Background: an optimization exercise with open tools, aiming at small area, a short achievable clock period and few clock cycles per item. Do not read the settings as production practice. No functional check of the RTL was part of any run shown here. No activity file was given, so power comes from the tool's default toggle rates.

==> flow/design.v, too long to show whole: its modules and the start of the top module <==
// module scmcv_ram: 28 lines
// module scene_morph_cv_engine_core: 1206 lines
// module scmcv_top: 65 lines
module scmcv_top (
   input  logic        clock,
   input  logic        reset,
   input  logic        start,
   output logic        busy,
   input  logic [1:0]  req_cmd,
   input  logic [15:0] req_target_cv,
   input  logic [3:0]  req_target_knob,
   input  logic [15:0] req_current_cv,
   input  logic [3:0]  req_current_knob,
   input  logic [15:0] req_morph_cv,
   input  logic [14:0] req_morph_knob,
   input  logic [15:0] req_type_buttons,
   input  logic [15:0] req_focus_mask,
   input  logic [3:0]  req_scene_slot,
   input  logic [3:0]  req_channel_slot,
   input  logic [14:0] req_write_value,
   output logic        rsp_strobe,
   output logic [3:0]  rsp_channel,
   output logic [15:0] rsp_cv_out,
   output logic        rsp_type_light,
   output logic        rsp_last,
   input  logic        psel,
   input  logic        penable,
   input  logic        pwrite,
   input  logic [2:0]  paddr,
   input  logic [31:0] pwdata,
   output logic [31:0] prdata,
   output logic        pready
);
  // ...
==> flow/run.sh <==
#!/bin/bash
# synth_recipe.tcl (not shown) runs the flow's synth.tcl, then flattens the netlist and writes it again
# the make line also repeats each setting of config.mk as NAME=value (left out here)
make -C /OpenROAD-flow-scripts/flow DESIGN_CONFIG=/design/flow/config.mk WORK_HOME=/design/flow/orfs CLKGATE_MAP_FILE= SYNTH_SCRIPT=/design/flow/synth_recipe.tcl finish
==> flow/config.mk <==
export PLATFORM = sky130hd
export DESIGN_NAME = scmcv_top
export DESIGN_NICKNAME = scmcv_top
export VERILOG_FILES = /design/flow/design.v
export SDC_FILE = /design/flow/constraint.sdc
export NUM_CORES = 4
export LEC_CHECK = 0
export CAP_MARGIN = 20
export CORE_MARGIN = 2
export CORE_UTILIZATION = 35
export PLACE_DENSITY = 0.55
export SLEW_MARGIN = 20
export SYNTH_MEMORY_MAX_BITS = 16384
==> flow/constraint.sdc <==
create_clock -name core_clock -period 12.0 [get_ports {clock}]
set_input_delay 2.4000 -clock core_clock [delete_from_list [all_inputs] [get_ports {clock}]]
set_output_delay 2.4000 -clock core_clock [all_outputs]
set_load 0.01 [all_outputs]
==> qor.txt, run 1 <==
===========================================================
Count of port buffers added during placement            160
Non-clock buffer total of the final layout              288
Inverters                                               289
Overflow left after global routing                        0
Width of the die                                   590.1 um
Top post-synthesis cells by count              4254 x sky130_fd_sc_hd__dfxtp_1, 629 x sky130_fd_sc_hd__a22oi_1, 406 x sky130_fd_sc_hd__nand2_1
Via density per instance                              4.602
Grt met2 use                                         0.2515
Data arrival, critical path                         7360 ps
Top-count cell post-synth                      sky130_fd_sc_hd__dfxtp_1
Setup Viol. Count Final                                   0
Clock period minus final worst setup slack          6575 ps
Final-layout clock-cell area share                  0.09893
Worst path required time                           12780 ps
1st-iter DRT viols                                     5132
Post-synthesis instance total                          8395
Largest voltage drop on the vdd net               0.1374 mV
Flip-flop and latch power                          14800 uW
Outcome                    no timing/DRC/antenna violations
I/O pin count                                           226
Start point of the critical path               u_core.rq_tt[5]
Clock tree from TritonCTS                               yes
ANT nets after route                                      0
Element type at the critical path start                flop
GRT met1 Usage                                       0.2185
Warnings, synthesis                                       5
Number of stages on the worst setup path                 20
===========================================================
==> run 2, diff against run 1 <==
==> flow/flow/run.sh (new file) <==
#!/bin/bash
# Standard ORFS layout, with repair_timing aiming below the design's period.
# Synthesis is the standard synthesis; the later steps are the standard
# steps with a setup margin (SETUP_SLACK_MARGIN) so that timing repair keeps
# working past the clock period's own target.
set -euo pipefail
MARGIN=$(cat flow/margin.txt)
bash standard.sh synth > synth.log 2>&1
bash standard.sh SETUP_SLACK_MARGIN=$MARGIN finish > layout.log 2>&1
==> flow/flow/margin.txt (new file) <==
8.0
==> flow/standard.sh (new file) <==
#!/bin/bash
# synth_recipe.tcl (not shown) runs the flow's synth.tcl, then flattens the netlist and writes it again
# the make line also repeats each setting of config.mk as NAME=value (left out here)
make -C /OpenROAD-flow-scripts/flow DESIGN_CONFIG=/design/flow/config.mk WORK_HOME=/design/flow/orfs CLKGATE_MAP_FILE= SYNTH_SCRIPT=/design/flow/synth_recipe.tcl "${@:-finish}"
removed: flow/run.sh
==> run 2 against run 1 <==
  * Flip-flop and latch count unchanged
  * Count of clock-buffer cells in the layout fell by 9
  * Critical path depth down 3
  * Combinational power grew 62%
  * Cell area grew 3.9%
  * Critical endpoint is now u_core.n2[29]
  * Highest routed layer is now met4
==> qor.txt, run 2 <==
==================================================================================================
Outcome                                                           no timing/DRC/antenna violations   unchanged
Placeable Area                                                                        342400 sq um   unchanged
Unique masters post-synth                                                                      113   unchanged
Critical path endpoint category                                                               flop   unchanged
Dominant cells by area after synthesis                                                sky130_fd_sc_hd__dfxtp_1 71%, sky130_fd_sc_hd__edfxtp_1 3.9%, sky130_fd_sc_hd__a22oi_1 3.9%   unchanged
Final Max Tran Viols                                                                             0   unchanged
Slew margin rel.                                                                            0.3840   was 0.06863
Top-count cell post-synth                                                             sky130_fd_sc_hd__dfxtp_1   unchanged
Final std cell area, no fill                                                          146500 sq um   was 141000 sq um
Warnings, synthesis                                                                              5   unchanged
Post-synthesis instance area                                                          120200 sq um   unchanged
Number of buffers on the longest clock path                                                      4   unchanged
Gr usage total                                                                              0.1692   was 0.1604
Half-perimeter wire length of the detailed placement result                              178100 um   was 176900 um
Worst-Margin Slew                                                                         921.8 ps   was 1386 ps
Number of sinks on the clock net                                                              4412   unchanged
Die Span Y                                                                                590.1 um   unchanged
RSZ-0062 raised after global routing                                                           yes   was no
Dominant synthesized flop cell                                                        sky130_fd_sc_hd__dfxtp_1   unchanged
Setup TNS Final                                                                               0 ps   unchanged
Antenna violations before repair                                                                21   was 19
Number of enable flip-flop cells after synthesis                                               158   unchanged
Power density normalized to cell area                                                 198.9 nW/um^2   was 203.3 nW/um^2
Number of buffers inserted during clock tree synthesis                                         402   was 406
Endpoints failing hold                                                                           0   unchanged
Fmax                                                                                     190.9 MHz   was 152.1 MHz
Number of flip-flops under the largest register name                                          4080   unchanged
Type of the most critical hold path                                                     reg -> reg   unchanged
Total iterations of the first detailed-routing run                                               9   was 6
Data arrival, critical path                                                                6000 ps   was 7360 ps
Maximum fanout encountered on the critical timing path                                           5   was 15
Area occupied by multi-input gates                                                     29440 sq um   was 27710 sq um
Fraction of the yosys area taken by sequential cells                                        0.7478   unchanged
Cell type group with the largest total delay on the critical path                      adder cells   was simple AND/OR/NAND/NOR gates
Root cell of the clock tree                                                           sky130_fd_sc_hd__clkbuf_16   unchanged
1st-iter DRT viols                                                                            4856   was 5132
Sequential cell area in the final layout                                               90110 sq um   was 89920 sq um
Width of the die                                                                          590.1 um   unchanged
Async SR Flop Fraction                                                                           0   unchanged
Static power due to leakage                                                             0.05801 uW   was 0.05567 uW
R2R setup slack                                                                            6760 ps   was 5420 ps
Setup Viol. Count Final                                                                          0   unchanged
Routability congestion estimate                                                             0.8377   was 0.8262
CP bufs+invs                                                                                     3   was 1
Worst path required time                                                                  12760 ps   was 12780 ps
Net count of the finished layout                                                              9587   was 9300
Standard-cell row count                                                                        215   unchanged
Filler Cells Inserted                                                                        30560   was 31080
Top post-synthesis cells by count                                                     4254 x sky130_fd_sc_hd__dfxtp_1, 629 x sky130_fd_sc_hd__a22oi_1, 406 x sky130_fd_sc_hd__nand2_1   unchanged
Number of max-capacitance violations reported                                                    0   unchanged
Number of DRC violations after detailed routing                                                  0   unchanged
Proportion of netlist area held by the largest area contributor                             0.7083   unchanged
Number of global-route vias before repair                                                    65660   was 64590
Initial cell density of the core                                                            0.3511   unchanged
Mean area per synthesized cell                                                         14.32 sq um   unchanged
Crit share post-route                                                                       0.4366   was 0.5479
Global-route wire length before repair                                                   439300 um   was 421200 um
Clock tree from TritonCTS                                                                      yes   unchanged
Overflow left after global routing                                                               0   unchanged
Vias post-DR                                                                                 64450   was 62770
Layout cells sized above 1                                                                  0.1832   was 0.1208
Dominant cell type by count on the critical path                                      sky130_fd_sc_hd__fa_1   was sky130_fd_sc_hd__o21ai_0
Level count of the clock H-tree                                                                  5   unchanged
Layout area overhead                                                                        21.84%   was 17.26%
Reg with most FFs                                                                     u_core.u_store.g_row.q   unchanged
Largest regs                                                                          u_core.u_store.g_row.q: 4080 flops, u_core.e_dat: 45 flops, u_core.n2: 18 flops   unchanged
Non-filler instance count after layout                                                       13930   was 13640
Largest voltage drop on the vdd net                                                      0.1512 mV   was 0.1374 mV
Largest net degree at the start of global routing                                               68   was 115
Clock period minus final worst setup slack                                                 5239 ps   was 6575 ps
Category of the critical setup timing path                                              reg -> reg   unchanged
Post-synthesis sequential element count                                                       4412   unchanged
Count of port buffers added during placement                                                   160   unchanged
I/O pin count                                                                                  226   unchanged
Clk latency of the worst-skew pair                                                          920 ps   was 970 ps
Most common cell after layout, fill and taps aside                                    sky130_fd_sc_hd__dfxtp_1   unchanged
Post-DR wirelength/cell                                                                   21.83 um   was 20.92 um
Cell Chain, Critical Path                                                             buf_12, buf_4, o21ai_0, xnor2_1, and2_1, fa_1, fa_1, inv_1, fa_1, fa_1, fa_1, ha_1, nand4_1, o211ai_1, nand4_1, and3_1, a311o_1   was or4b_1, nor2_1, buf_4, a22oi_1, and4_1, and3_1, nand2_1, o211ai_1, a31o_1, ha_1, fa_1, nor2b_1, o21ai_0, a21boi_0, o21ai_0, a211oi_1, nor3_1, o41ai_1, a21oi_1, xnor2_1
Via density per instance                                                                     4.626   was 4.602
ANT nets after route                                                                             0   unchanged
Max incr delay on CP                                                                        520 ps   was 770 ps
DIE AREA                                                                              348200 sq um   unchanged
Most frequent cells in the layout                                                     4197 x sky130_fd_sc_hd__dfxtp_1, 586 x sky130_fd_sc_hd__a22oi_1, 417 x sky130_fd_sc_hd__clkbuf_16   was 4248 x sky130_fd_sc_hd__dfxtp_1, 629 x sky130_fd_sc_hd__a22oi_1, 416 x sky130_fd_sc_hd__clkbuf_16
Element type at the critical path start                                                       flop   unchanged
Dominant cell type by area after synthesis                                            sky130_fd_sc_hd__dfxtp_1   unchanged
Final worst clock skew                                                                    67.96 ps   was 93.58 ps
Wire length after detailed routing                                                       304100 um   was 285400 um
Inst Count DP                                                                                12890   about the same
Master of the slowest instance on the critical path                                   sky130_fd_sc_hd__fa_1   was sky130_fd_sc_hd__nor2_1
Clock transition time at the flip-flop clock pins of the worst setup and hold paths          60 ps   about the same
Post-synthesis instance total                                                                 8395   unchanged
Cell area reported after detailed placement                                           127300 sq um   was 127000 sq um
==================================================================================================
[run 2: per-layer routing]
metal / vias to the layer above / global-route usage / share of wire
met1: 32050 / 0.2326 / 0.46
li1: 29770 / - / -
met4: 0 / 0.06379 / 0.037
met2: 2037 / 0.2640 / 0.44
met3: 588 / 0.03215 / 0.062
met5: - / 0 / 0
[run 2: what timing repair did]
action,4_1_cts,5_1_grt
pin swaps,109,125
hold buffers,0,0
gates resized for setup,442,200
cloned,21,4
setup endpoints to repair,93,89
buffers inserted,178,94
[run 2: path summary, 6_finish.rpt]
kind | start | endpoint | cells after the start
min | u_core.u_store.g_row[16].q[107] | u_core.u_store.g_row[16].q[92] | 0
max reg2reg | u_core.bd_one[1] | u_core.n2[29] | 17
min reg2reg | u_core.u_store.g_row[16].q[107] | u_core.u_store.g_row[16].q[92] | 0
max | u_core.bd_one[1] | u_core.n2[29] | 17
[run 2: power by group]
group          total [uW]  internal [uW]  switching, uW
sequential          14800          14800           33.5
clock               13100           7690           5370
combinational        1290            509            785
[run 2: layout make-up]
class | count | area share
tap | 4557 | 0.03892
clock inverter | 151 | 0.01415
timing repair buffer | 579 | 0.04302
multi-input combinational | 3346 | 0.2009
clock buffer | 582 | 0.08008
inverter | 289 | 0.007508
sequential | 4412 | 0.6151
antenna | 15 | 0.0002562
[run 2: cell families (layout without fill, tap and decap cells)]
kind of cell / after synthesis / in the layout / share of synthesized area
mux: 327 / 327 / 0.03250
buf+inv: 667 / 1601 / 0.02393
xor+xnor: 295 / 295 / 0.02155
compound gates: 1292 / 1292 / 0.07939
fa+ha+maj: 388 / 388 / 0.05349
other cells: 2 / 47 / 0.00006246
flops: 4412 / 4412 / 0.7478
simple gates: 1012 / 1012 / 0.04127
[run 2: worst reg2reg max path: cells and delay by family (launching register included)]
family,cells,cell delay [ps]
fa+ha+maj,6,2870
compound gates,3,750
simple gates,4,690
flops,1,370
buf+inv,3,330
xor+xnor,1,140
[run 2: through the flow]
step	util	setup WS [ps]	power [uW]	hold slack, ps
5_1_grt	0.4277	6545	30040	290.7
3_5_place_dp	0.3718	5697	15970	312.1
3_3_place_gp	0.3718	5668	15960	309.8
2_1_floorplan	-	6964	15550	309.6
4_1_cts	0.4230	6661	29280	280.6
6_report	0.4278	6761	29140	285.0
==> run 3, diff against run 2 <==
==> flow/flow/run.sh (replaced) <==
#!/bin/bash
# ORFS layout. Synthesis is the standard script with the adder-extraction step
# left out (ADDER_MAP_FILE empty), so ABC maps the adder logic itself. The layout
# steps run with a setup margin so timing repair keeps working below the period.
set -euo pipefail
bash standard.sh ADDER_MAP_FILE= synth > synth.log 2>&1
bash standard.sh SETUP_SLACK_MARGIN=8.0 finish > layout.log 2>&1
removed: flow/flow/margin.txt
==> run 3 against run 2 <==
  * Sequential share of layout area fell by 1.5 points
  * Synthesized cell count up 7.4%
  * Routed wire length is 5.7% higher
  * Non-clock buffer count increased by 78
==> qor.txt, run 3 <==
==================================================================================================
I/O pin count                                                                                  226   unchanged
Async SR Flop Fraction                                                                           0   unchanged
Outcome                                                           no timing/DRC/antenna violations   unchanged
Clock tree from TritonCTS                                                                      yes   unchanged
Setup Viol. Count Final                                                                          0   unchanged
Post-synthesis instance area                                                          122000 sq um   was 120200 sq um
Hold-critical path depth                                                                         0   unchanged
Path depth of the worst reg2reg path                                                            20   was 17
Reg2Reg Launch Point                                                                  u_core.tap_oh[3]   was u_core.bd_one[1]
Initial cell density of the core                                                            0.3520   was 0.3511
R2R setup slack                                                                            6040 ps   was 6760 ps
Worst-Margin Slew                                                                          1103 ps   was 921.8 ps
Number of DRC violations after detailed routing                                                  0   unchanged
Power density normalized to cell area                                                 189.5 nW/um^2   was 198.9 nW/um^2
Data arrival, critical path                                                                6910 ps   was 6000 ps
Net count of the finished layout                                                              9810   was 9587
Worst hold path endpoint                                                              u_core.u_store.g_row[16].q[22]   was u_core.u_store.g_row[16].q[92]
Post-synthesis sequential element count                                                       4412   unchanged
Clock period minus final worst setup slack                                                 6218 ps   was 5239 ps
Most common cell after layout, fill and taps aside                                    sky130_fd_sc_hd__dfxtp_1   unchanged
Crit share post-route                                                                       0.5182   was 0.4366
Origin of the worst min-delay path                                                    u_core.u_store.g_row[16].q[37]   was u_core.u_store.g_row[16].q[107]
Top-count cell post-synth                                                             sky130_fd_sc_hd__dfxtp_1   unchanged
Number of sinks on the clock net                                                              4412   unchanged
Wire length after detailed routing                                                       321300 um   was 304100 um
Level count of the clock H-tree                                                                  5   unchanged
Dominant cells by area after synthesis                                                sky130_fd_sc_hd__dfxtp_1 70%, sky130_fd_sc_hd__edfxtp_1 3.9%, sky130_fd_sc_hd__xnor2_1 3.1%   was sky130_fd_sc_hd__dfxtp_1 71%, sky130_fd_sc_hd__edfxtp_1 3.9%, sky130_fd_sc_hd__a22oi_1 3.9%
Hold-fix buffer count after cts                                                                  0   unchanged
Top sig layer                                                                                 met5   was met4
Met2 wire length                                                                         142400 um   was 135000 um
Vias post-DR                                                                                 70540   was 64450
Metal1 wirelength                                                                        143700 um   was 139000 um
Cell Chain, Critical Path                                                             buf_4, nand2_4, a21oi_4, maj3_2, maj3_2, maj3_2, maj3_2, maj3_2, maj3_2, maj3_2, maj3_2, maj3_2, maj3_2, maj3_2, maj3_2, maj3_2, xor2_1   was buf_12, buf_4, o21ai_0, xnor2_1, and2_1, fa_1, fa_1, inv_1, fa_1, fa_1, fa_1, ha_1, nand4_1, o211ai_1, nand4_1, and3_1, a311o_1
Routability congestion estimate                                                             0.8351   was 0.8377
Placeable Area                                                                        346700 sq um   was 342400 sq um
1st-iter DRT viols                                                                            5351   was 4856
Die Span Y                                                                                594.5 um   was 590.1 um
Final worst clock skew                                                                    104.7 ps   was 67.96 ps
Largest regs                                                                          u_core.u_store.g_row.q: 4080 flops, u_core.e_dat: 45 flops, u_core.n2: 18 flops   unchanged
Static power due to leakage                                                             0.05709 uW   was 0.05801 uW
Slew margin rel.                                                                            0.2646   was 0.3840
Largest voltage drop on the vdd net                                                      0.1289 mV   was 0.1512 mV
Number of global-route vias before repair                                                    69930   was 65660
Mean area per synthesized cell                                                         13.53 sq um   was 14.32 sq um
Count of port buffers added during placement                                                   160   unchanged
Warnings, synthesis                                                                              5   unchanged
Number of buffers on the longest clock path                                                      4   unchanged
Layout area overhead                                                                        22.97%   was 21.84%
Start point of the critical path                                                      req_morph_knob[0]   was u_core.bd_one[1]
Number of max-capacitance violations reported                                                    0   unchanged
Dominant cell type by count on the critical path                                      sky130_fd_sc_hd__maj3_2   was sky130_fd_sc_hd__fa_1
Final std cell area, no fill                                                          150100 sq um   was 146500 sq um
Gr usage total                                                                              0.1739   was 0.1692
Post-synthesis instance total                                                                 9019   was 8395
DIE AREA                                                                              353500 sq um   was 348200 sq um
Number of buffers inserted during clock tree synthesis                                         394   was 402
Type of the most critical hold path                                                     reg -> reg   unchanged
Largest net degree at the start of global routing                                               86   was 68
Setup TNS Final                                                                               0 ps   unchanged
RSZ-0062 raised after global routing                                                           yes   unchanged
Antenna violations before repair                                                                20   was 21
Clk latency of the worst-skew pair                                                          960 ps   was 920 ps
Total iterations of the first detailed-routing run                                              12   was 9
Endpoints failing hold                                                                           0   unchanged
Standard-cell row count                                                                        216   was 215
End of the worst register-to-register path                                            u_core.d1[15]   was u_core.n2[29]
Post-DR wirelength/cell                                                                   22.07 um   was 21.83 um
Proportion of netlist area held by the largest area contributor                             0.6978   was 0.7083
Via density per instance                                                                     4.846   was 4.626
Number of enable flip-flop cells after synthesis                                               158   unchanged
Master of the slowest instance on the critical path                                   sky130_fd_sc_hd__maj3_2   was sky130_fd_sc_hd__fa_1
Maximum fanout encountered on the critical timing path                                           2   was 5
Final Max Tran Viols                                                                             0   unchanged
Half-perimeter wire length of the detailed placement result                              185400 um   was 178100 um
Category of the critical setup timing path                                               in -> reg   was reg -> reg
Root cell of the clock tree                                                           sky130_fd_sc_hd__clkbuf_16   unchanged
Reg with most FFs                                                                     u_core.u_store.g_row.q   unchanged
Worst slack at placement                                                                   4274 ps   was 5697 ps
Element type at the critical path start                                               primary input   was flop
Most frequent cells in the layout                                                     4204 x sky130_fd_sc_hd__dfxtp_1, 457 x sky130_fd_sc_hd__nand2_1, 414 x sky130_fd_sc_hd__clkbuf_16   was 4197 x sky130_fd_sc_hd__dfxtp_1, 586 x sky130_fd_sc_hd__a22oi_1, 417 x sky130_fd_sc_hd__clkbuf_16
ANT nets after route                                                                             0   unchanged
Cell type group with the largest total delay on the critical path                      adder cells   unchanged
CP bufs+invs                                                                                     1   was 3
Critical path endpoint category                                                               flop   unchanged
Unique masters post-synth                                                                      119   was 113
Max incr delay on CP                                                                        320 ps   was 520 ps
Number of flip-flops under the largest register name                                          4080   unchanged
Global-route wire length before repair                                                   464000 um   was 439300 um
Number of stages on the worst setup path                                                        17   unchanged
Layout cells sized above 1                                                                  0.2158   was 0.1832
Worst path required time                                                                  12690 ps   was 12760 ps
Overflow left after global routing                                                               0   unchanged
Final critical-path setup slack                                                            5782 ps   was 6761 ps
Width of the die                                                                          594.5 um   was 590.1 um
Dominant cell type by area after synthesis                                            sky130_fd_sc_hd__dfxtp_1   unchanged
Clock transition time at the flip-flop clock pins of the worst setup and hold paths          70 ps   was 60 ps
Dominant synthesized flop cell                                                        sky130_fd_sc_hd__dfxtp_1   unchanged
Fraction of the yosys area taken by sequential cells                                        0.7366   was 0.7478
Cell area reported after detailed placement                                           129200 sq um   was 127300 sq um
Wire length on met3                                                                       21540 um   was 18730 um
Top post-synthesis cells by count                                                     4254 x sky130_fd_sc_hd__dfxtp_1, 486 x sky130_fd_sc_hd__nand2_1, 431 x sky130_fd_sc_hd__xnor2_1   was 4254 x sky130_fd_sc_hd__dfxtp_1, 629 x sky130_fd_sc_hd__a22oi_1, 406 x sky130_fd_sc_hd__nand2_1
Filler Cells Inserted                                                                        31060   was 30560
Fmax                                                                                     160.8 MHz   was 190.9 MHz
==================================================================================================
==> run 3: cell type report <==
cell class	count	area (sq um)	area share
multi-input cells	4078	33620	0.2240
flip-flops and latches	4412	90080	0.6002
clock inverters	157	1927	0.01284
inverters	98	394.1	0.002626
well taps	4578	5728	0.03817
clock buffers	565	11480	0.07648
repair buffers	657	6829	0.04550
diodes	11	27.53	0.0001834
==> run 3: kinds of logic after synthesis <==
family	after synthesis	share of synthesized area
compound gates	1611	0.09565
xor+xnor	687	0.05575
fa+ha+maj	152	0.01280
buf+inv	563	0.02051
flops	4412	0.7366
mux	330	0.03051
other cells	2	0.00006153
simple gates	1262	0.04808
==> run 3: what timing repair did <==
action	in CTS	in global routing
buffers inserted	223	131
pin swaps	197	149
gates cloned	24	7
hold endpoints to repair	0	0
setup endpoints to repair	113	58
gates resized for setup	670	272
==> run 3: stage by stage <==
step             util  hold WS [ps]  instances  total power [uW]
2_1_floorplan       -         309.6       9050             15510
3_3_place_gp   0.3726         309.6      13440             15800
3_5_place_dp   0.3726         312.1      13440             15810
4_1_cts        0.4256         271.4      14410             28600
5_1_grt        0.4328         277.4      14550             29300
6_report       0.4328         271.4      14560             28430
==> run 3: worst reg2reg max path, cell delays in order, from the launching register on <==
cell and delay, ps:
sky130_fd_sc_hd__dfxtp_4 460, sky130_fd_sc_hd__buf_12 220, sky130_fd_sc_hd__buf_12 180, sky130_fd_sc_hd__buf_12 270, sky130_fd_sc_hd__a221oi_1 1290, sky130_fd_sc_hd__o22ai_1 160, sky130_fd_sc_hd__nor4_1 310, sky130_fd_sc_hd__nand3_1 210
sky130_fd_sc_hd__o21ai_0 150, sky130_fd_sc_hd__o211ai_1 120, sky130_fd_sc_hd__o21ai_0 200, sky130_fd_sc_hd__maj3_2 330, sky130_fd_sc_hd__a21oi_4 70, sky130_fd_sc_hd__maj3_2 350, sky130_fd_sc_hd__maj3_2 340, sky130_fd_sc_hd__o21ai_2 150
sky130_fd_sc_hd__maj3_2 250, sky130_fd_sc_hd__maj3_2 230, sky130_fd_sc_hd__o21ba_4 170, sky130_fd_sc_hd__o21ai_4 60, sky130_fd_sc_hd__maj3_2 290
==> run 3: how the worst max path moves through the flow <==
stage,to,slack (ps)
3_5_place_dp,u_core.rq_msum[15],4270
3_3_place_gp,u_core.rq_msum[15],4270
6_report,u_core.rq_msum[15],5780
2_1_floorplan,u_core.rq_msum[15],5020
4_1_cts,u_core.rq_msum[15],5720
5_1_grt,u_core.rq_msum[15],5700
==> run 3: routing by layer <==
layer / vias to the layer above / global-route usage
li1: 32450 / -
met1: 34800 / 0.2326
met2: 2578 / 0.2706
met3: 703 / 0.03743
met4: 6 / 0.07556
met5: - / 0
==> run 3: power by group <==
part           internal, uW  total, uW  switching (uW)
combinational           372        963             591
clock                  7240      12700            5460
sequential            14700      14800            24.1

[port drivers added, routing unchanged]
The results above use ideal ports. As a check the final layouts listed here were re-extracted and re-timed, cells and wires unchanged.
Step 1 sets driving cells, clkbuf_16 on the clock port and buf_2 on the other inputs (assumed; they add their load-dependent delay and slew).
Step 2, shift: input delay + t, output delay - t, t = (earliest + latest rising clock arrival at the registers) / 2. This alone moves slack from input paths to output paths.
Slacks: ideal / step 1 / step 2; pairs: ideal / step 1.
run	shift t [ns]	setup WS [ns]	worst hold slack (ns)	worst slew at a driven data input, ns	pins driven straight from the clock port
run 1	1.006	5.425 / 5.425 / 5.425	0.260 / 0.260 / 0.260	0.09	1
run 2	0.975	6.761 / 6.761 / 6.761	0.285 / 0.285 / 0.285	0.14	1
run 3	1.021	5.782 / 5.855 / 4.834	0.271 / 0.271 / 0.271	0.07	1
After both steps setup and hold are still met in every run listed. For run 3, which loses most, drivers alone change the setup slack by +0.073 ns; drivers and shift together by -0.948 ns.
